What follows belongs to an exercise in optimizing a design on an open flow for small area; a production flow would make more cautious choices.
Function was checked by simulation only, so behaviour that the tests miss may differ from the original.
No driver is modelled on the clock port, so clocking that relies on it looks cheaper here than on a real chip.
Power is estimated from default activity; no workload was simulated.

File: design/flow/flow/run.sh
#!/bin/bash
# The standard layout (the standard.sh: standard synthesis, then ORFS to finish), with two
# changes passed to ORFS's make:
#  - the port buffers that ORFS inserts on every input and output are buf_2 cells instead of
#    the delay-cell buffers buffer_ports picks by default;
#  - flow/post_cts.tcl runs at the end of the CTS step (ORFS's POST_CTS_TCL hook): it takes
#    out repair buffers and sizes logic cells down where slew, capacitance and timing allow.
# The full make output goes to flow_make.log here; ORFS keeps each step's log under orfs/logs/.
set -euo pipefail
cd "$(dirname "$0")/.."
bash standard.sh "BUFFER_PORTS_ARGS=-buffer_cell sky130_fd_sc_hd__buf_2" \
  "POST_CTS_TCL=$PWD/flow/post_cts.tcl" finish > flow_make.log 2>&1
File: design/flow/flow/post_cts.tcl
set ds_t0 [clock seconds]
sta::make_equiv_cells [get_libs *]
set_max_transition 1.2 [current_design]
estimate_parasitics -placement
set ::ds_slew0 [sta::max_slew_violation_count]
set ::ds_cap0 [sta::max_capacitance_violation_count]
proc ds_ok {} {
  if {[sta::max_slew_violation_count] > $::ds_slew0} { return 0 }
  if {[sta::max_capacitance_violation_count] > $::ds_cap0} { return 0 }
  if {[sta::worst_slack_cmd max] < 0.60e-9} { return 0 }
  if {[sta::worst_slack_cmd min] < 0.05e-9} { return 0 }
  return 1
}
puts "downsize: start area [expr {[rsz::design_area]*1e12}] slew_v $::ds_slew0 cap_v $::ds_cap0 ws [sta::worst_slack_cmd max] ok [ds_ok]"
proc ds_area {} { return [expr {[rsz::design_area]*1e12}] }
# Phase 1.
set unbuf 0
set bnames {}
foreach b [get_cells *] { lappend bnames [get_full_name $b] }
foreach bn $bnames {
  set b [get_cells -quiet $bn]
  if {$b eq ""} continue
  set bm [get_property $b liberty_cell]
  if {$bm eq "" || $bm eq "NULL"} continue
  if {![regexp {__buf_\d+$} [get_name $bm]]} continue
  set ain [get_pins -of_objects $b -filter "direction == input"]
  set nin [get_nets -of_objects $ain]
  if {$nin eq ""} continue
  if {[llength [get_ports -quiet -of_objects $nin]] > 0} continue
  set xout [get_pins -of_objects $b -filter "direction == output"]
  set nout [get_nets -of_objects $xout]
  if {[llength [get_ports -quiet -of_objects $nout]] > 0} continue
  set drv [get_pins -quiet -of_objects $nin -filter "direction == output"]
  if {[llength $drv] != 1} continue
  set loads [get_pins -quiet -of_objects $nin -filter "direction == input"]
  if {[llength $loads] != 1} continue
  set g [get_cells -of_objects $drv]
  set gm [get_property $g liberty_cell]
  if {$gm eq "" || $gm eq "NULL"} continue
  if {[regexp {df|clkbuf|clkinv} [get_name $gm]]} continue
  set ba [get_property $bm area]
  set ga [get_property $gm area]
  set odb_b [[ord::get_db_block] findInst [get_name $b]]
  set loc [$odb_b getLocation]
  set bname [get_name $b]
  set gpin [get_full_name $drv]
  remove_buffers [list $b]
  estimate_parasitics -placement
  set done [ds_ok]
  if {!$done} {
    set cands {}
    foreach c [sta::find_equiv_cells $gm] {
      if {[regexp {probe|lpflow|clkbuf|clkdly|dlygate|dlymetal|clkinv} [get_name $c]]} continue
      set a [get_property $c area]
      if {$a > $ga + 1e-6 && $a < $ga + $ba - 1e-6} { lappend cands [list $c $a] }
    }
    foreach ca [lsort -real -increasing -index 1 $cands] {
      replace_cell $g [lindex $ca 0]
      estimate_parasitics -placement
      if {[ds_ok]} { set done 1; break }
    }
  }
  if {$done} { incr unbuf; continue }
  replace_cell $g $gm
  estimate_parasitics -placement
  set gnet [get_nets -of_objects [get_pins $gpin]]
  set dbu [[ord::get_db_block] getDbUnitsPerMicron]
  insert_buffer -buffer_cell $bm -net $gnet -location [list [expr {[lindex $loc 0]/double($dbu)}] [expr {[lindex $loc 1]/double($dbu)}]]
  estimate_parasitics -placement
}
puts "downsize: removed $unbuf buffers, area [ds_area] ws [sta::worst_slack_cmd max] ok [ds_ok]"
set insts {}
foreach inst [get_cells *] {
  set lc [get_property $inst liberty_cell]
  if {$lc eq "" || $lc eq "NULL"} continue
  set cn [get_name $lc]
  if {[regexp {df|tap|fill|decap|diode|clkbuf|clkinv|conb} $cn]} continue
  lappend insts [list $inst $lc [get_property $lc area]]
}
set insts [lsort -real -decreasing -index 2 $insts]
set changed 0
foreach e $insts {
  lassign $e inst lc a0
  set cands {}
  foreach c [sta::find_equiv_cells $lc] {
    set cname [get_name $c]
    if {[regexp {probe|lpflow|clkbuf|clkdly|dlygate|dlymetal|clkinv} $cname]} continue
    set a [get_property $c area]
    if {$a < $a0 - 1e-6} { lappend cands [list $c $a] }
  }
  if {$cands eq ""} continue
  foreach ca [lsort -real -increasing -index 1 $cands] {
    lassign $ca c a
    replace_cell $inst $c
    estimate_parasitics -placement
    if {[ds_ok]} { incr changed; break }
    replace_cell $inst $lc
    estimate_parasitics -placement
  }
}
set_max_transition 1.5 [current_design]
detailed_placement
check_placement -verbose
estimate_parasitics -placement
puts "downsize: changed $changed area [expr {[rsz::design_area]*1e12}] ws [sta::worst_slack_cmd max] in [expr {[clock seconds]-$ds_t0}] s"
File: design/flow/standard.sh
#!/bin/bash
# synth_recipe.tcl (not shown) runs the flow's synth.tcl, then flattens the netlist and writes it again
# the make line also repeats each setting of config.mk as NAME=value (left out here)
make -C /OpenROAD-flow-scripts/flow DESIGN_CONFIG=/design/flow/config.mk WORK_HOME=/design/flow/orfs CLKGATE_MAP_FILE= SYNTH_SCRIPT=/design/flow/synth_recipe.tcl "${@:-finish}"
File: design/flow/config.mk
export PLATFORM = sky130hd
export DESIGN_NAME = reg_file_param
export DESIGN_NICKNAME = reg_file_param
export VERILOG_FILES = /design/flow/design.v
export SDC_FILE = /design/flow/constraint.sdc
export NUM_CORES = 4
export LEC_CHECK = 0
export CAP_MARGIN = 20
export CORE_MARGIN = 2
export CORE_UTILIZATION = 50
export CTS_BUF_LIST = sky130_fd_sc_hd__clkbuf_8
export CTS_CLUSTER_DIAMETER = 100
export CTS_CLUSTER_SIZE = 14
export SETUP_SLACK_MARGIN = 0.1
export SLEW_MARGIN = 20
export SYNTH_HIERARCHICAL = 1
File: design/flow/constraint.sdc
create_clock -name core_clock -period 5.0 [get_ports {clk}]
set_input_delay 1.0000 -clock core_clock [delete_from_list [all_inputs] [get_ports {clk}]]
set_output_delay 1.0000 -clock core_clock [all_outputs]
set_load 0.01 [all_outputs]
File: design/flow/design.v
module rf_aoi222 (
  input  logic a1, a2, b1, b2, c1, c2,
  output logic y
);
  assign y = ~((a1 & a2) | (b1 & b2) | (c1 & c2));
endmodule
module rf_ao22 (
  input  logic a1, a2, b1, b2,
  output logic y
);
  assign y = (a1 & a2) | (b1 & b2);
endmodule
module rf_nand2 (
  input  logic a, b,
  output logic y
);
  assign y = ~(a & b);
endmodule
module rf_nand4 (
  input  logic a, b, c, d,
  output logic y
);
  assign y = ~(a & b & c & d);
endmodule
module rf_nand3 (
  input  logic a, b, c,
  output logic y
);
  assign y = ~(a & b & c);
endmodule
module rf_or3 (
  input  logic a, b, c,
  output logic y
);
  assign y = a | b | c;
endmodule
module rf_dec (
  input  logic [4:0]  idx,
  output logic [31:1] sel
);
  always_comb begin
    for (int unsigned i = 1; i < 32; i++) sel[i] = (idx == 5'(i));
  end
endmodule
module rf_rbit (
  input  logic [31:1] sel,
  input  logic [31:1] d,
  output logic        y
);
  logic [10:0] n;
  logic [2:0]  g;
  for (genvar k = 0; k < 10; k++) begin : g_aoi
    rf_aoi222 u (.a1(sel[3*k+1]), .a2(d[3*k+1]), .b1(sel[3*k+2]), .b2(d[3*k+2]),
                 .c1(sel[3*k+3]), .c2(d[3*k+3]), .y(n[k]));
  end
  rf_nand2 u_n31 (.a(sel[31]), .b(d[31]), .y(n[10]));
  rf_nand4 u_g0 (.a(n[0]), .b(n[1]), .c(n[2]), .d(n[3]), .y(g[0]));
  rf_nand4 u_g1 (.a(n[4]), .b(n[5]), .c(n[6]), .d(n[7]), .y(g[1]));
  rf_nand3 u_g2 (.a(n[8]), .b(n[9]), .c(n[10]), .y(g[2]));
  rf_or3   u_o  (.a(g[0]), .b(g[1]), .c(g[2]), .y(y));
endmodule
module reg_file_param #(
  parameter int unsigned XLEN  = 32,
  parameter int unsigned NREG  = 32,
  parameter int unsigned NREAD = 2,
  localparam int unsigned AW   = (NREG > 1) ? $clog2(NREG) : 1
) (
  input  logic                  clk,
  input  logic                  reset,
  input  logic                  wEn,
  input  logic [AW-1:0]         rd,
  input  logic [XLEN-1:0]       data,
  input  logic [NREAD*AW-1:0]   rs,
  output logic [NREAD*XLEN-1:0] out,
  input  logic                  issueEn,
  input  logic [AW-1:0]         issueRd,
  output logic [NREAD-1:0]      busy
);
  logic [XLEN-1:0] regs [1:31];
  logic [31:1]     busy_q;
  logic [XLEN-1:0] wdata;
  logic [31:1]     wsel;
  logic [31:1]     isel;
  assign wdata = data & {XLEN{~reset}};
  always_comb begin
    for (int unsigned i = 1; i < 32; i++) begin
      wsel[i] = reset | (wEn & (rd == AW'(i)));
      isel[i] = ~reset & issueEn & (issueRd == AW'(i));
    end
  end
  logic [31:1]     wsel_n;
  logic [XLEN-1:0] nxt [1:31];
  assign wsel_n = ~wsel;
  for (genvar i = 1; i < 32; i++) begin : g_row
    for (genvar b = 0; b < XLEN; b++) begin : g_bit
      rf_ao22 u_ld (.a1(regs[i][b]), .a2(wsel_n[i]), .b1(wdata[b]), .b2(wsel[i]),
                    .y(nxt[i][b]));
    end
  end
  always_ff @(posedge clk) begin
    for (int unsigned i = 1; i < 32; i++) regs[i] <= nxt[i];
  end
  always_ff @(posedge clk) begin
    busy_q <= isel | (busy_q & ~wsel);
  end
  for (genvar p = 0; p < NREAD; p++) begin : g_port
    logic [31:1] sel_lo, sel_hi;
    rf_dec u_dec_lo (.idx(rs[p*AW +: AW]), .sel(sel_lo));
    rf_dec u_dec_hi (.idx(rs[p*AW +: AW]), .sel(sel_hi));
    for (genvar b = 0; b < XLEN; b++) begin : g_bit
      logic [31:1] col;
      for (genvar i = 1; i < 32; i++) begin : g_col
        assign col[i] = regs[i][b];
      end
      rf_rbit u_rb (.sel(b < XLEN/2 ? sel_lo : sel_hi), .d(col), .y(out[p*XLEN + b]));
    end
    rf_rbit u_rbusy (.sel(sel_hi), .d(busy_q), .y(busy[p]));
  end
endmodule
==> out/metrics.csv, run 1 <==
metric,value,unit
status,no timing/DRC/antenna violations,
synth_edf_count,0,
cap_violations,0,
fillerInstances,6644,
slew_headroom,17.8,%
reg2reg_depth,1,
hold_end,busy_q[11]$_DFF_P_,
cts_tree,built,
p_leak,17.6,nW
firstDrtPassIters,14,
final_common_cell,dfxtp_1,
clock_latency,730,ps
dpl.hpwl,117,mm
core_area,78600,sq um
r2r_start,regs[7][31]$_DFF_P_,
avgSynthCellArea,11.8,sq um
port_buffers,121,
start_util,50.3,%
ys_async_sr_fraction,0,%
track_usage,44.6,%
grt_pass1_vias,38200,
ioPinCount,122,
worstPathRequired,4000,ps
cts_sinks,1023,
holdPathStages,1,
die_area,81400,sq um
setup_tns,0,ps
gp_congestion,0.998,
cp-end-kind,primary output,
start_kind,input pin,
ff_latch_area,20500,sq um
grt_max_degree,39,
drt-wirelength-per-cell,39.3,um
hold_path_class,reg2reg,
path_clk_slew,90,ps
synth-main-ff-cell,dfxtp_1,
fp.dieH,285,um
die_w,285,um
critPathMaxFanout,17,
crit_type,in2out,
synth_cell_types,29,
hold_start,busy_q[11]$_DFF_P_,
period_needed,4890,ps
drive_gt1_share,14.4,%
grt_pass1_wl,271,mm
worstPathArrival,3890,ps
first_iter_violations,10100,
mostFrequentLayoutCells,"1023 x dfxtp_1, 1015 x a22o_1, 660 x a222oi_1",
setup_viol,0,
r2r-end,regs[7][31]$_DFF_P_,
yosysWarningCount,11,
worstMarginPinSlew,1230,ps
final-max-slew-violation-count,0,
synth-seq-cells,1023,
hold_slack,506,ps
layout.nets,3839,
max_freq,0.205,GHz
powerDensity,355,nW/um^2
finClkSkew,0,ps
synth_cells,3361,
ant_nets,0,
finalCritPeriodShare,97.8,%
globalRoute.totalOverflow,0,
drt-total-wl,191,mm
syn_nets,3417,
syn_area,39600,sq um
row_count,103,
finalHoldViolations,0,
vias,40800,
ys_seq_area_share,51.8,%
multi_input_area,19300,sq um
ir_drop,241,uV
grt_antenna_before_repair,19,
route.detailed.drc,0,
area_growth,13.7,%
drt-vias-per-instance,8.39,
ff2ff_setup_slack,4170,ps
rsz0062_at_grt,no,
[metrics by stage]
stage	std cells	setup WS (ps)	cell area (sq um)	util (%)	total power [mW]
floorplan	3361	957	39600	-	10.6
global placement	4747	465	43700	55.6	11.5
detailed placement	4747	531	43700	55.6	11.6
global route	4847	160	45000	57.2	16.4
finish	4857	112	45000	57.2	16.0
[modules after synthesis, one instance, submodules excluded, excerpt]
| module | cells inside | copies in the design | cell area [sq um] |
|---|---|---|---|
| rf_dec | 46 | 4 | 218 |
| rf_or3 | 1 | 66 | 6.26 |
| rf_nand2 | 1 | 66 | 3.75 |
| reg_file_param | 1195 | 1 | 21600 |
| rf_nand4 | 1 | 132 | 6.26 |
| rf_nand3 | 1 | 66 | 5.00 |
| rf_aoi222 | 1 | 660 | 10.0 |
| rf_ao22 | 1 | 992 | 8.76 |
[per-layer routing]
layer	routed length (um)	global-route usage, %
met4	15600	30.3
met2	79500	64.9
met3	28800	13.0
met1	67000	57.1
met5	79	0.291
[Yosys cell counts, types with 2 or more instances]
master | instances | area [sq um]
nand2_1 | 72 | 270
a22o_1 | 1015 | 8890
or3b_4 | 13 | 146
or3_1 | 70 | 438
buf_2 | 5 | 25.0
a222oi_1 | 660 | 6610
nand3_1 | 70 | 350
and4bb_2 | 3 | 37.5
nand4_1 | 132 | 826
or2_2 | 4 | 25.0
dfxtp_1 | 1023 | 20500
nor3b_4 | 2 | 37.5
clkbuf_1 | 20 | 75.1
and4b_1 | 3 | 30.0
a21oi_1 | 23 | 115
a31oi_1 | 8 | 50.1
nand3b_1 | 13 | 97.6
inv_1 | 31 | 116
a32o_1 | 8 | 80.1
nor2_1 | 130 | 488
nor2b_1 | 41 | 257
nand2b_1 | 8 | 50.1
[registers in the layout, indices dropped and copies added, names as in the netlist]
signal and flops:
regs 992, busy_q 31
[worst max path at each step]
stage / start / slack [ps] / cells after the start / end
final: rs[6] / 110 / 8 / out[50]
after global placement: rs[7] / 460 / 8 / out[48]
after detailed placement: rs[6] / 530 / 8 / out[47]
after floorplan: rd[2] / 960 / 5 / regs[7][0]$_DFF_P_
after global routing: rs[9] / 160 / 9 / out[50]
[logic make-up after synthesis]
kind of cell,after synthesis,share of synthesized area [%]
simple gates,566,7.86
flops,1023,51.8
buf+inv,58,0.595
compound gates,1714,39.8
[critical path, stage by stage]
cell,delay [ps]
buf_2,180
or3b_4,360
nor2_1,60
buf_4,230
a222oi_1,1000
nand4_1,300
or3_1,550
buf_2,190
[cell type report, clock buffers not listed]
type / instances / share of cell area [%]
Sequential cell: 1023 / 45.5
Multi-Input combinational cell: 2280 / 42.9
Timing Repair Buffer: 364 / 5.52
Tap cell: 1050 / 2.92
Inverter: 31 / 0.259
Clock inverter: 6 / 0.120
Antenna cell: 17 / 0.0946
[where the power goes]
group          switching [mW]  total, mW  internal, mW
clock                    2.80       4.35          1.56
combinational            1.37       2.21         0.844
sequential              0.581       9.41          8.83
==> run 2, diff against run 1 <==
--- a/design/flow/config.mk
+++ b/design/flow/config.mk
@@ -10,7 +10,8 @@
 export CORE_UTILIZATION = 50
 export CTS_BUF_LIST = sky130_fd_sc_hd__clkbuf_8
 export CTS_CLUSTER_DIAMETER = 100
-export CTS_CLUSTER_SIZE = 14
+export CTS_CLUSTER_SIZE = 16
+export PLACE_DENSITY = 0.8
 export SETUP_SLACK_MARGIN = 0.1
 export SLEW_MARGIN = 20
 export SYNTH_HIERARCHICAL = 1
==> run 2 against run 1 <==
  * Clock power down 7.6%
  * Register-to-register slack better by 70 ps
  * Synthesized cell count is the same
  * Utilization down 0.41 points
  * Fmax rose by 2.8%
  * Via count hardly changed
  * Sequential cell count unchanged
  * Sequential share of layout area increased by 0.33 points
  * Final area fell by 0.71%
  * Synthesized area did not move
==> out/metrics.csv, run 2 <==
metric,value,unit
port_buffers,121,
track_usage,39.7,%
top_regs,"regs x992, busy_q x31",
ys_async_sr_fraction,0,%
route.detailed.drc,0,
max_freq,0.210,GHz
yosys.area_share.xor_xnor,0,%
cp-end-kind,primary output,
mostFrequentLayoutCells,"1023 x dfxtp_1, 1015 x a22o_1, 660 x a222oi_1",
grt_antenna_before_repair,15,
wl_met3,32.0,mm
synth_cell_types,29,
start_kind,input pin,
setup_tns,0,ps
synthTopCellsByArea,"dfxtp_1 52%, a22o_1 22%, a222oi_1 17%",
finalHoldViolations,0,
yosys.area.top_type_share,51.8,%
ir_drop,221,uV
vias,40700,
clock_latency,710,ps
grt_max_degree,42,
synth_common_cells,"1023 x dfxtp_1, 1015 x a22o_1, 660 x a222oi_1",
powerDensity,349,nW/um^2
finalCritPeriodShare,95.1,%
setup_viol,0,
fillerInstances,6664,
largest_register,regs,
p_leak,17.4,nW
dpl.hpwl,104,mm
path_clk_slew,100,ps
crit_type,in2out,
drt-vias-per-instance,8.45,
syn_area,39600,sq um
gp_congestion,1.10,
status,no timing/DRC/antenna violations,
critPathMaxFanout,16,
start_util,50.3,%
ioPinCount,122,
synth_top_family_by_area,compound AO/OA/AOI/OAI gates,
hold_slack,511,ps
synth-simple-area-share,7.86,%
finClkSkew,0,ps
synthMuxAreaShare,0,%
synth_compound_area_share,39.8,%
synthAdderAreaFrac,0,%
drt-total-wl,172,mm
row_count,103,
yosysMostFrequentCell,dfxtp_1,
synth_cells,3361,
worstPathRequired,4000,ps
core_area,78600,sq um
yosysWarningCount,11,
largest_reg_flops,992,
p_total,15.6,mW
hold_path_class,reg2reg,
fp.dieH,285,um
ant_nets,0,
cts_sinks,1023,
firstDrtPassIters,15,
synth-main-ff-cell,dfxtp_1,
avgSynthCellArea,11.8,sq um
ys_seq_area_share,51.8,%
die_area,81400,sq um
top_layer_used,met5,
globalRoute.totalOverflow,0,
synth.largest_area_cell,dfxtp_1,
first_iter_violations,11000,
die_w,285,um
synth-seq-cells,1023,
wl_met2,67.4,mm
wl_met1,59.0,mm
period_needed,4750,ps
syn_nets,3417,
slew_headroom,17.8,%
drt-wirelength-per-cell,35.7,um
grt_pass1_vias,37400,
layout.nets,3811,
cap_violations,0,
grt_pass1_wl,247,mm
cts_tree,built,
final-max-slew-violation-count,0,
worstMarginPinSlew,1230,ps
area_growth,12.9,%
rsz0062_at_grt,no,
synth_edf_count,0,
worstPathArrival,3750,ps
final_common_cell,dfxtp_1,
drive_gt1_share,13.7,%
==> run 2: cell counts after synthesis <==
Identical to the previous run, type by type.
==> run 2: modules after synthesis, one instance, submodules excluded, excerpt <==
| module | area (sq um) | times used | cells inside |
|---|---|---|---|
| reg_file_param | 21600 | 1 | 1195 |
| rf_aoi222 | 10.0 | 660 | 1 |
| rf_nand4 | 6.26 | 132 | 1 |
| rf_or3 | 6.26 | 66 | 1 |
| rf_nand3 | 5.00 | 66 | 1 |
| rf_nand2 | 3.75 | 66 | 1 |
==> run 2: cells by family after synthesis <==
group	after synthesis
AO/OA/AOI/OAI	1714
buffers and inverters	58
flip-flops	1023
AND/OR/NAND/NOR	566
==> run 2: worst paths after layout <==
kind	start	to	slack [ps]	cells after the start
max	rs[1]	out[13]	250	8
min reg2reg	busy_q[3]$_DFF_P_	busy_q[3]$_DFF_P_	510	1
max reg2reg	regs[17][15]$_DFF_P_	regs[17][15]$_DFF_P_	4240	1
min	busy_q[3]$_DFF_P_	busy_q[3]$_DFF_P_	510	1
==> run 2: area by class of cell, clock buffers not listed <==
cell class,instances,area [sq um],share of cell area [%]
Antenna cell,10,25.0,0.0560
Tap cell,1050,1310,2.94
Multi-Input combinational cell,2280,19300,43.2
Timing Repair Buffer,346,2350,5.27
Inverter,31,116,0.261
Sequential cell,1023,20500,45.9
Clock inverter,4,26.3,0.0588
==> run 2: through the flow <==
stage,cells,utilization (%),worst slack (ps),instance area [sq um]
after global routing,4811,56.8,291,44600
final,4819,56.8,245,44700
after global placement,4729,55.4,509,43500
after floorplan,3361,-,957,39600
after detailed placement,4729,55.4,458,43500
==> run 2: metal layers <==
layer / vias to the layer above / GRT usage (%)
li1: 16100 / -
met1: 19200 / 52.2
met2: 4408 / 55.4
met3: 1000 / 14.9
met4: 12 / 23.4
met5: - / 0.0581
==> run 2: report_power, final <==
| part | internal (mW) | leakage [nW] | switching, mW |
|---|---|---|---|
| logic | 0.838 | 8.39 | 1.33 |
| registers | 8.83 | 8.50 | 0.572 |
| clock network | 1.36 | 0.545 | 2.66 |
| total | 11.0 | 17.4 | 4.57 |
==> run 2: worst max-delay path: stages <==
cell and delay (ps):
buf_2 280, nand3b_1 300, nor2_1 100, buf_4 230, a222oi_1 780, nand4_1 290, or3_1 550, buf_2 190
==> run 3, diff against run 2 <==
--- a/design/flow/flow/post_cts.tcl
+++ b/design/flow/flow/post_cts.tcl
@@ -4,11 +4,13 @@
 estimate_parasitics -placement
 set ::ds_slew0 [sta::max_slew_violation_count]
 set ::ds_cap0 [sta::max_capacitance_violation_count]
+set ::ds_setup0 [expr {min(0.60e-9, [sta::worst_slack_cmd max])}]
+set ::ds_hold0 [expr {min(0.05e-9, [sta::worst_slack_cmd min])}]
 proc ds_ok {} {
   if {[sta::max_slew_violation_count] > $::ds_slew0} { return 0 }
   if {[sta::max_capacitance_violation_count] > $::ds_cap0} { return 0 }
-  if {[sta::worst_slack_cmd max] < 0.60e-9} { return 0 }
-  if {[sta::worst_slack_cmd min] < 0.05e-9} { return 0 }
+  if {[sta::worst_slack_cmd max] < $::ds_setup0} { return 0 }
+  if {[sta::worst_slack_cmd min] < $::ds_hold0} { return 0 }
   return 1
 }
 puts "downsize: start area [expr {[rsz::design_area]*1e12}] slew_v $::ds_slew0 cap_v $::ds_cap0 ws [sta::worst_slack_cmd max] ok [ds_ok]"
==> run 3 against run 2 <==
  * Sequential cell count stayed put
  * Total power is 0.59% lower
  * Global-route usage about the same
  * Synthesized cell count unchanged
  * Clock skew did not move
  * Critical path depth decreased by 1
  * Fmax fell by 4.1%
  * Clock power hardly changed
  * Final area fell by 3.0%
  * Cell count decreased by 2.2%
  * Highest routed layer unchanged
==> out/metrics.csv, run 3 <==
metric,value,unit
status,no timing/DRC/antenna violations,
cts_tree,built,
die_area,81400,sq um
layout.nets,3698,
grt_pass1_vias,37000,
final-max-slew-violation-count,0,
avgSynthCellArea,11.8,sq um
row_count,103,
synth.largest_area_cell,dfxtp_1,
rsz0062_at_grt,no,
hold_path_class,reg2reg,
start_kind,input pin,
cts_sinks,1023,
track_usage,39.7,%
r2r-end,regs[17][13]$_DFF_P_,
first_iter_violations,11300,
place_inst,4729,
drt-vias-per-instance,8.55,
largest_register,regs,
synth-main-ff-cell,dfxtp_1,
synth_cell_types,29,
finalHoldViolations,0,
hold_end,busy_q[3]$_DFF_P_,
synth_cells,3361,
setup_viol,0,
worstPathRequired,4000,ps
start_util,50.3,%
finalCritPeriodShare,99.2,%
worstPathArrival,3960,ps
drive_gt1_share,8.42,%
grt_antenna_before_repair,15,
max_freq,0.202,GHz
crit_type,in2out,
slew_headroom,11.8,%
die_w,285,um
vias,40300,
ys_async_sr_fraction,0,%
period_needed,4960,ps
dpl.hpwl,104,mm
p_leak,16.3,nW
worstMarginPinSlew,1320,ps
ant_nets,0,
ir_drop,223,uV
place_ws,458,ps
drt-total-wl,171,mm
path_clk_slew,100,ps
syn_area,39600,sq um
synth_common_cells,"1023 x dfxtp_1, 1015 x a22o_1, 660 x a222oi_1",
holdPathStages,1,
largest_reg_flops,992,
synthTopCellsByArea,"dfxtp_1 52%, a22o_1 22%, a222oi_1 17%",
hold_start,busy_q[3]$_DFF_P_,
grt_pass1_wl,247,mm
ff2ff_setup_slack,4250,ps
wl_met2,67.4,mm
firstDrtPassIters,17,
yosysMostFrequentCell,dfxtp_1,
top_regs,"regs x992, busy_q x31",
setup_tns,0,ps
r2r_start,regs[17][13]$_DFF_P_,
yosys.area.top_type_share,51.8,%
mostFrequentLayoutCells,"1023 x dfxtp_1, 1015 x a22o_1, 660 x a222oi_1",
globalRoute.totalOverflow,0,
wl_met1,59.2,mm
wl_met3,31.3,mm
core_area,78600,sq um
gp_congestion,1.10,
yosysWarningCount,11,
ys_seq_area_share,51.8,%
top_layer_used,met5,
setup_ws,40.4,ps
fp.dieH,285,um
port_buffers,121,
ioPinCount,122,
cp-end-kind,primary output,
cap_violations,0,
clock_latency,710,ps
grt_max_degree,42,
route.detailed.drc,0,
critPathMaxFanout,17,
synth-seq-cells,1023,
finClkSkew,0,ps
drt-wirelength-per-cell,36.4,um
synth_edf_count,0,
final_cells,4711,
syn_nets,3417,
area_growth,9.54,%
final_common_cell,dfxtp_1,
reg2reg_depth,1,
powerDensity,358,nW/um^2
## run 3: cell count changes in the layout (fill, tap and decap cells not counted), moves of 8 or more
cell,delta
a31oi_1,+8
nor2b_2,-32
nor2_2,+75
buf_4,-218
clkbuf_2,+8
nor2_1,-83
a21oi_1,+21
buf_1,+138
buf_2,-39
a31oi_4,-8
nor2b_4,+30
nor2_4,+8
a21oi_4,-21
## run 3: worst max-delay path by stage
| stage | startpoint | endpoint | cells past startpoint |
|---|---|---|---|
| finish | rs[8] | out[48] | 7 |
| global route | rs[1] | out[13] | 8 |
| detailed placement | rs[0] | out[14] | 8 |
| global placement | rs[1] | out[3] | 8 |
| floorplan | rd[2] | regs[7][0]$_DFF_P_ | 5 |
## run 3: worst max-delay path: stages
cell and delay [ps]:
buf_2 140, nand2b_1 480, nor2_2 1120, a222oi_1 340, nand4_1 370, or3_1 320, buf_1 190
## run 3: cells by family (layout without fill, tap and decap cells)
family | Yosys count | after routing | share of synthesized area [%]
buffers and inverters | 58 | 343 | 0.595
flip-flops | 1023 | 1023 | 51.8
other | 0 | 15 | 0
AO/OA/AOI/OAI | 1714 | 1714 | 39.8
AND/OR/NAND/NOR | 566 | 566 | 7.86
## run 3: Yosys stat by module, one instance, submodules excluded, a selection
module	area (sq um)	copies in the design
reg_file_param	21600	1
rf_ao22	8.76	992
rf_aoi222	10.0	660
rf_dec	218	4
rf_nand2	3.75	66
rf_nand3	5.00	66
rf_nand4	6.26	132
rf_or3	6.26	66
## run 3: final cells by class, clock buffers not listed
cell class / count / area [sq um]
Antenna cell: 15 / 37.5
Sequential cell: 1023 / 20500
Multi-Input combinational cell: 2280 / 19300
Fill cell: 6883 / 35300
Clock inverter: 4 / 26.3
Timing Repair Buffer: 233 / 1030
Tap cell: 1050 / 1310
Inverter: 31 / 116
## run 3: report_power, final
| group | leakage [nW] | internal [mW] | switching [mW] |
|---|---|---|---|
| Sequential | 8.50 | 8.83 | 0.571 |
| Clock | 0.545 | 1.36 | 2.66 |
| Combinational | 7.28 | 0.762 | 1.32 |
## run 3: stage by stage
stage / hold slack, ps / utilization (%) / instance area (sq um) / total power [mW]
6_report: 510 / 55.1 / 43300 / 15.5
3_3_place_gp: 468 / 55.4 / 43500 / 11.5
3_5_place_dp: 483 / 55.4 / 43500 / 11.6
2_1_floorplan: 462 / - / 39600 / 10.6
5_1_grt: 527 / 55.1 / 43300 / 15.8
## run 3: routing by layer
metal  track usage (%)  vias up
met2              55.5     4354
met3              14.9      991
li1                  -    15900
met1              52.1    19100
met4              23.2        6
met5            0.0581        -
==> run 4, diff against run 3 <==
--- a/design/flow/config.mk
+++ b/design/flow/config.mk
@@ -12,6 +12,6 @@
 export CTS_CLUSTER_DIAMETER = 100
 export CTS_CLUSTER_SIZE = 16
 export PLACE_DENSITY = 0.8
-export SETUP_SLACK_MARGIN = 0.1
+export SETUP_SLACK_MARGIN = 0.2
 export SLEW_MARGIN = 20
 export SYNTH_HIERARCHICAL = 1
==> run 4 against run 3 <==
  * Clock skew stayed put
  * Hold slack barely moved
  * Synthesized area is the same
  * Utilization is essentially flat
  * Critical path depth rose by 1
  * Wire length barely moved
  * Highest routed layer unchanged
  * First-iteration DRC count down 2.8%
  * Sequential share of layout area about the same
  * Still clean on timing, DRC and antenna
  * Via count is 0.12% lower
  * Largest cell class unchanged
  * Die area unchanged
  * Cell count hardly changed
  * Global-route usage did not move
==> out/metrics.csv, run 4 <==
metric,value,unit
worstMarginPinSlew,1280,ps
grt_pass1_wl,247,mm
finClkSkew,0,ps
cap_violations,0,
top_regs,"regs x992, busy_q x31",
start_kind,input pin,
cp_top_family,simple AND/OR/NAND/NOR gates,
ant_nets,0,
hold_end,busy_q[28]$_DFF_P_,
mostFrequentLayoutCells,"1023 x dfxtp_1, 1015 x a22o_1, 660 x a222oi_1",
worstPathArrival,3850,ps
route.detailed.drc,0,
wl_met1,59.1,mm
yosysMostFrequentCell,dfxtp_1,
start_util,50.3,%
drt-vias-per-instance,8.54,
path_clk_slew,100,ps
fillerInstances,6880,
place_inst,4729,
wl_met3,31.4,mm
port_buffers,121,
utilization,55.2,%
synth.largest_area_cell,dfxtp_1,
final-max-slew-violation-count,0,
critPathMaxFanout,16,
grt_max_degree,42,
cp_slowest_cell,nor2_1,
ff_latch_area,20500,sq um
ioPinCount,122,
cts_sinks,1023,
top_layer_used,met5,
worstPathRequired,4000,ps
hold_start,busy_q[28]$_DFF_P_,
hold_path_class,reg2reg,
drt-total-wl,171,mm
die_area,81400,sq um
multi_input_area,19300,sq um
grt_antenna_before_repair,15,
setup_viol,0,
avgSynthCellArea,11.8,sq um
final_cells,4708,
ir_drop,219,uV
layout.nets,3700,
vias,40200,
wl_met2,67.7,mm
finalCritPeriodShare,97.0,%
area_growth,9.59,%
row_count,103,
syn_nets,3417,
ys_async_sr_fraction,0,%
crit_type,in2out,
r2r-end,regs[17][13]$_DFF_P_,
max_stage_delay,870,ps
fp.dieH,285,um
max_freq,0.206,GHz
cp_cell_sequence,buf_2 > nand3b_1 > nor2_1 > buf_1 > a222oi_1 > nand4_1 > or3_1 > buf_1,
status,no timing/DRC/antenna violations,
synthTopCellsByArea,"dfxtp_1 52%, a22o_1 22%, a222oi_1 17%",
critPathMostFrequentCell,buf_1,
r2r_start,regs[17][13]$_DFF_P_,
synth_cell_types,29,
dpl.hpwl,104,mm
powerDensity,358,nW/um^2
first_iter_violations,11000,
synth-seq-cells,1023,
core_area,78600,sq um
die_w,285,um
largest_reg_flops,992,
synth_common_cells,"1023 x dfxtp_1, 1015 x a22o_1, 660 x a222oi_1",
path_buf_inv,3,
period_needed,4850,ps
synth-main-ff-cell,dfxtp_1,
setup_tns,0,ps
synth_cells,3361,
drt-wirelength-per-cell,36.4,um
final_common_cell,dfxtp_1,
holdPathStages,1,
design_area,43400,sq um
reg2reg_depth,1,
globalRoute.totalOverflow,0,
ys_seq_area_share,51.8,%
finalHoldViolations,0,
track_usage,39.7,%
cp-end-kind,primary output,
p_leak,16.3,nW
placement.cell_area,43500,sq um
firstDrtPassIters,15,
cts_tree,built,
rsz0062_at_grt,no,
clock_latency,710,ps
syn_area,39600,sq um
drive_gt1_share,8.55,%
path_depth,8,
largest_register,regs,
ff2ff_setup_slack,4260,ps
gp_congestion,1.10,
synth_edf_count,0,
yosysWarningCount,11,
grt_pass1_vias,37000,
yosys.area.top_type_share,51.8,%
slew_headroom,14.7,%
-- run 4: modules after synthesis (local to each module, per instance), a selection --
| module | cells inside | flip-flops and latches | copies in the design |
|---|---|---|---|
| reg_file_param | 1195 | 1023 | 1 |
| rf_dec | 46 | 0 | 4 |
| rf_aoi222 | 1 | 0 | 660 |
| rf_ao22 | 1 | 0 | 992 |
| rf_nand4 | 1 | 0 | 132 |
| rf_or3 | 1 | 0 | 66 |
| rf_nand3 | 1 | 0 | 66 |
| rf_nand2 | 1 | 0 | 66 |
-- run 4: metrics by stage --
| stage | setup slack, ps | power, mW | hold WS (ps) |
|---|---|---|---|
| after detailed placement | 458 | 11.6 | 483 |
| final | 150 | 15.5 | 510 |
| after floorplan | 957 | 10.6 | 462 |
| after global routing | 218 | 15.8 | 527 |
| after global placement | 509 | 11.5 | 468 |
-- run 4: cell families (layout without fill, tap and decap cells) --
group	Yosys count	after routing	share of synthesized area, %
buf+inv	58	345	0.595
simple gates	566	566	7.86
compound gates	1714	1714	39.8
other cells	0	10	0
flops	1023	1023	51.8
-- run 4: report_power, final --
part | switching, mW | total, mW | internal [mW]
Sequential | 0.571 | 9.40 | 8.83
Combinational | 1.33 | 2.09 | 0.764
Clock | 2.67 | 4.02 | 1.36
Total | 4.56 | 15.5 | 10.9
-- run 4: per-layer routing --
| metal | GRT usage, % | vias up |
|---|---|---|
| met5 | 0.0581 | - |
| met4 | 23.2 | 8 |
| met3 | 14.9 | 945 |
| met2 | 55.5 | 4397 |
| met1 | 52.1 | 19000 |
| li1 | - | 15900 |
-- run 4: worst max-delay path by stage --
stage                from                  to  slack [ps]
floorplan           rd[2]  regs[7][0]$_DFF_P_         960
global placement    rs[1]              out[3]         510
detailed placement  rs[0]             out[14]         460
global route        rs[2]             out[19]         220
finish              rs[6]             out[46]         150
-- run 4: area by class of cell, clock buffers not listed --
cell class | count | share of cell area (%)
timing repair buffer | 235 | 2.42
sequential | 1023 | 47.2
clock inverter | 4 | 0.0606
inverter | 31 | 0.268
tap | 1050 | 3.03
multi-input combinational | 2280 | 44.6
antenna | 10 | 0.0577
==> run 5, diff against run 4 <==
--- a/design/flow/config.mk
+++ b/design/flow/config.mk
@@ -10,7 +10,7 @@
 export CORE_UTILIZATION = 50
 export CTS_BUF_LIST = sky130_fd_sc_hd__clkbuf_8
 export CTS_CLUSTER_DIAMETER = 100
-export CTS_CLUSTER_SIZE = 16
+export CTS_CLUSTER_SIZE = 15
 export PLACE_DENSITY = 0.8
 export SETUP_SLACK_MARGIN = 0.2
 export SLEW_MARGIN = 20
==> run 5 against run 4 <==
  * Via count is 0.31% higher
  * Synthesized area stayed put
  * Global-route usage is essentially flat
  * Final area rose by 0.21%
  * Sequential cell count did not move
  * Synthesized cell count unchanged
  * Hold slack lost 2.7 ps
  * Die area stayed put
  * Sequential share of layout area fell by 0.099 points
  * Sequential power about the same
  * Fmax decreased by 1.1%
  * Register-to-register slack barely moved
  * Critical path type unchanged
  * Critical endpoint is now out[9]
  * Largest cell class unchanged
  * Largest power group unchanged
  * Highest routed layer unchanged
==> out/metrics.csv, run 5 <==
metric,value,unit
ioPinCount,122,
powerDensity,360,nW/um^2
cap_violations,0,
finalCritPeriodShare,98.1,%
place_ws,458,ps
setup_tns,0,ps
synth_top_family_by_area,compound AO/OA/AOI/OAI gates,
switching_share,29.4,%
fp.dieH,285,um
p_int,11.0,mW
cts_tree,built,
max_freq,0.204,GHz
track_usage,39.7,%
cp-end-kind,primary output,
synth-main-ff-cell,dfxtp_1,
setup_viol,0,
yosysMostFrequentCell,dfxtp_1,
cp_cell_sequence,buf_2 > or3_1 > buf_1 > nor2_1 > buf_2 > a222oi_1 > nand4_1 > or3_1 > buf_1,
syn_area,39600,sq um
vias,40400,
firstDrtPassIters,20,
drt-wirelength-per-cell,36.5,um
synth_common_cells,"1023 x dfxtp_1, 1015 x a22o_1, 660 x a222oi_1",
dpl.hpwl,104,mm
die_area,81400,sq um
synthMuxAreaShare,0,%
top_regs,"regs x992, busy_q x31",
synth-simple-area-share,7.86,%
area_growth,9.82,%
fillerInstances,6848,
gp_congestion,1.10,
grt_pass1_vias,36900,
synth-seq-cells,1023,
globalRoute.totalOverflow,0,
switchingPower,4.61,mW
path_clk_slew,100,ps
largest_register,regs,
ir_drop,234,uV
cts_sinks,1023,
p_comb_share,13.4,%
synthTopCellsByArea,"dfxtp_1 52%, a22o_1 22%, a222oi_1 17%",
status,no timing/DRC/antenna violations,
first_iter_violations,11000,
crit_type,in2out,
synth_edf_count,0,
worstPathArrival,3900,ps
drt-vias-per-instance,8.56,
p_leak,16.4,nW
finalHoldViolations,0,
worstMarginPinSlew,1310,ps
largest_reg_flops,992,
ys_seq_area_share,51.8,%
worstPathRequired,4000,ps
p_clk_share,26.6,%
slew_headroom,12.4,%
route.detailed.drc,0,
clock_latency,720,ps
syn_nets,3417,
row_count,103,
seqPwrFrac,60.1,%
cp_slowest_cell,a222oi_1,
avgSynthCellArea,11.8,sq um
ant_nets,0,
start_util,50.3,%
multi_input_area,19300,sq um
finClkSkew,0,ps
synth_cells,3361,
synth_compound_area_share,39.8,%
mostFrequentLayoutCells,"1023 x dfxtp_1, 1015 x a22o_1, 660 x a222oi_1",
die_w,285,um
setup_ws,97.1,ps
critPathMaxFanout,16,
ys_async_sr_fraction,0,%
yosys.area_share.xor_xnor,0,%
rsz0062_at_grt,yes,
layout.nets,3707,
period_needed,4900,ps
start_kind,input pin,
grt_pass1_wl,247,mm
final-max-slew-violation-count,0,
yosys.area.top_type_share,51.8,%
yosysWarningCount,11,
synth.largest_area_cell,dfxtp_1,
max_stage_delay,900,ps
ff_latch_area,20500,sq um
drive_gt1_share,8.73,%
core_area,78600,sq um
drt-total-wl,172,mm
synth_cell_types,29,
final_common_cell,dfxtp_1,
grt_max_degree,42,
hold_path_class,reg2reg,
grt_antenna_before_repair,13,
synthAdderAreaFrac,0,%
port_buffers,121,
run 5: changes by cell type in the layout (fill, tap and decap cells not counted), moves of 2 or more:
| cell | change |
|---|---|
| buf_6 | +3 |
| clkbuf_8 | +5 |
| buf_1 | +2 |
| diode_2 | -2 |
| clkbuf_2 | -3 |
run 5: layout make-up, clock buffers not listed:
class / instances / area share (%)
flip-flops and latches: 1023 / 47.1
multi-input cells: 2280 / 44.5
well taps: 1050 / 3.02
repair buffers: 237 / 2.42
inverters: 31 / 0.268
clock inverters: 5 / 0.0979
diodes: 8 / 0.0461
run 5: modules after synthesis, one instance, submodules excluded, a selection:
module          area [sq um]  cells inside
rf_or3                  6.26             1
rf_ao22                 8.76             1
rf_nand2                3.75             1
rf_dec                   218            46
reg_file_param         21600          1195
rf_nand4                6.26             1
rf_aoi222               10.0             1
rf_nand3                5.00             1
run 5: stage by stage:
stage	cell area, sq um	hold WS [ps]	std cells	power, mW	util, %
detailed placement	43500	483	4729	11.6	55.4
finish	43500	507	4714	15.6	55.3
global route	43400	526	4707	16.0	55.2
global placement	43500	468	4729	11.5	55.4
floorplan	39600	462	3361	10.6	-
run 5: cells by family (layout without fill, tap and decap cells):
kind of cell           after synthesis  after routing
AOI/OAI and AO/OA                 1714           1714
DFF                               1023           1023
and+or+nand+nor                    566            566
buffers and inverters               58            353
other                                0              8
run 5: worst paths after layout:
kind	startpoint	endpoint	slack (ps)	depth (start not counted)
worst max-delay path	rs[2]	out[9]	100	9
worst min-delay path	busy_q[31]$_DFF_P_	busy_q[31]$_DFF_P_	510	1
worst max register to register	regs[17][13]$_DFF_P_	regs[17][13]$_DFF_P_	4250	1
worst min register to register	busy_q[31]$_DFF_P_	busy_q[31]$_DFF_P_	510	1
run 5: routing by layer:
metal / routed length [um] / GRT usage, %
met1: 59100 / 52.3
met2: 67900 / 55.4
met3: 31800 / 14.4
met4: 13000 / 23.1
met5: 203 / 0.814
run 5: power groups by stage:
stage | clock (mW) | sequential, mW | combinational [mW]
finish | 4.15 | 9.40 | 2.09
global route | 4.39 | 9.46 | 2.11
detailed placement | 0 | 9.53 | 2.02
global placement | 0 | 9.51 | 1.98
floorplan | 0 | 9.38 | 1.21
run 5: critical path, delay by kind of cell:
family	cells	cell delay, ps
buf+inv	4	900
compound gates	1	900
simple gates	4	1080

## re-timing with driven ports
In the flow no input, the clock included, has a driving cell. The finished layouts below were timed again as built, in two steps.
Step 1 (the two cells are an assumption about what drives the block):
set clk [get_ports {clk}]
set_driving_cell -lib_cell sky130_fd_sc_hd__clkbuf_16 $clk
set_driving_cell -lib_cell sky130_fd_sc_hd__buf_2 [delete_from_list [all_inputs] $clk]
Step 2 also shifts input and output timing later by t, the mid clock arrival at the registers, as if the neighbouring blocks saw the same clock.
Three values: ideal ports, drivers, drivers and shift; two values: the first two.
| run | t (ns) | setup WS [ns] | worst setup path after step 2 | clock arrival spread, ns |
|---|---|---|---|---|
| run 1 | 0.819 | 0.112 / -0.041 / -0.041 | input to output | 0.032 / 0.033 |
| run 2 | 0.794 | 0.245 / 0.172 / 0.172 | input to output | 0.054 / 0.053 |
| run 3 | 0.786 | 0.040 / -0.029 / -0.029 | input to output | 0.054 / 0.054 |
| run 4 | 0.784 | 0.150 / 0.069 / 0.069 | input to output | 0.050 / 0.050 |
| run 5 | 0.794 | 0.097 / 0.006 / 0.006 | input to output | 0.073 / 0.074 |
Met with ideal ports but missed after step 2: setup timing in run 1 and run 3. The setup slack of run 1, which loses most, moves by -0.153 ns with the drivers and by -0.153 ns with both steps.
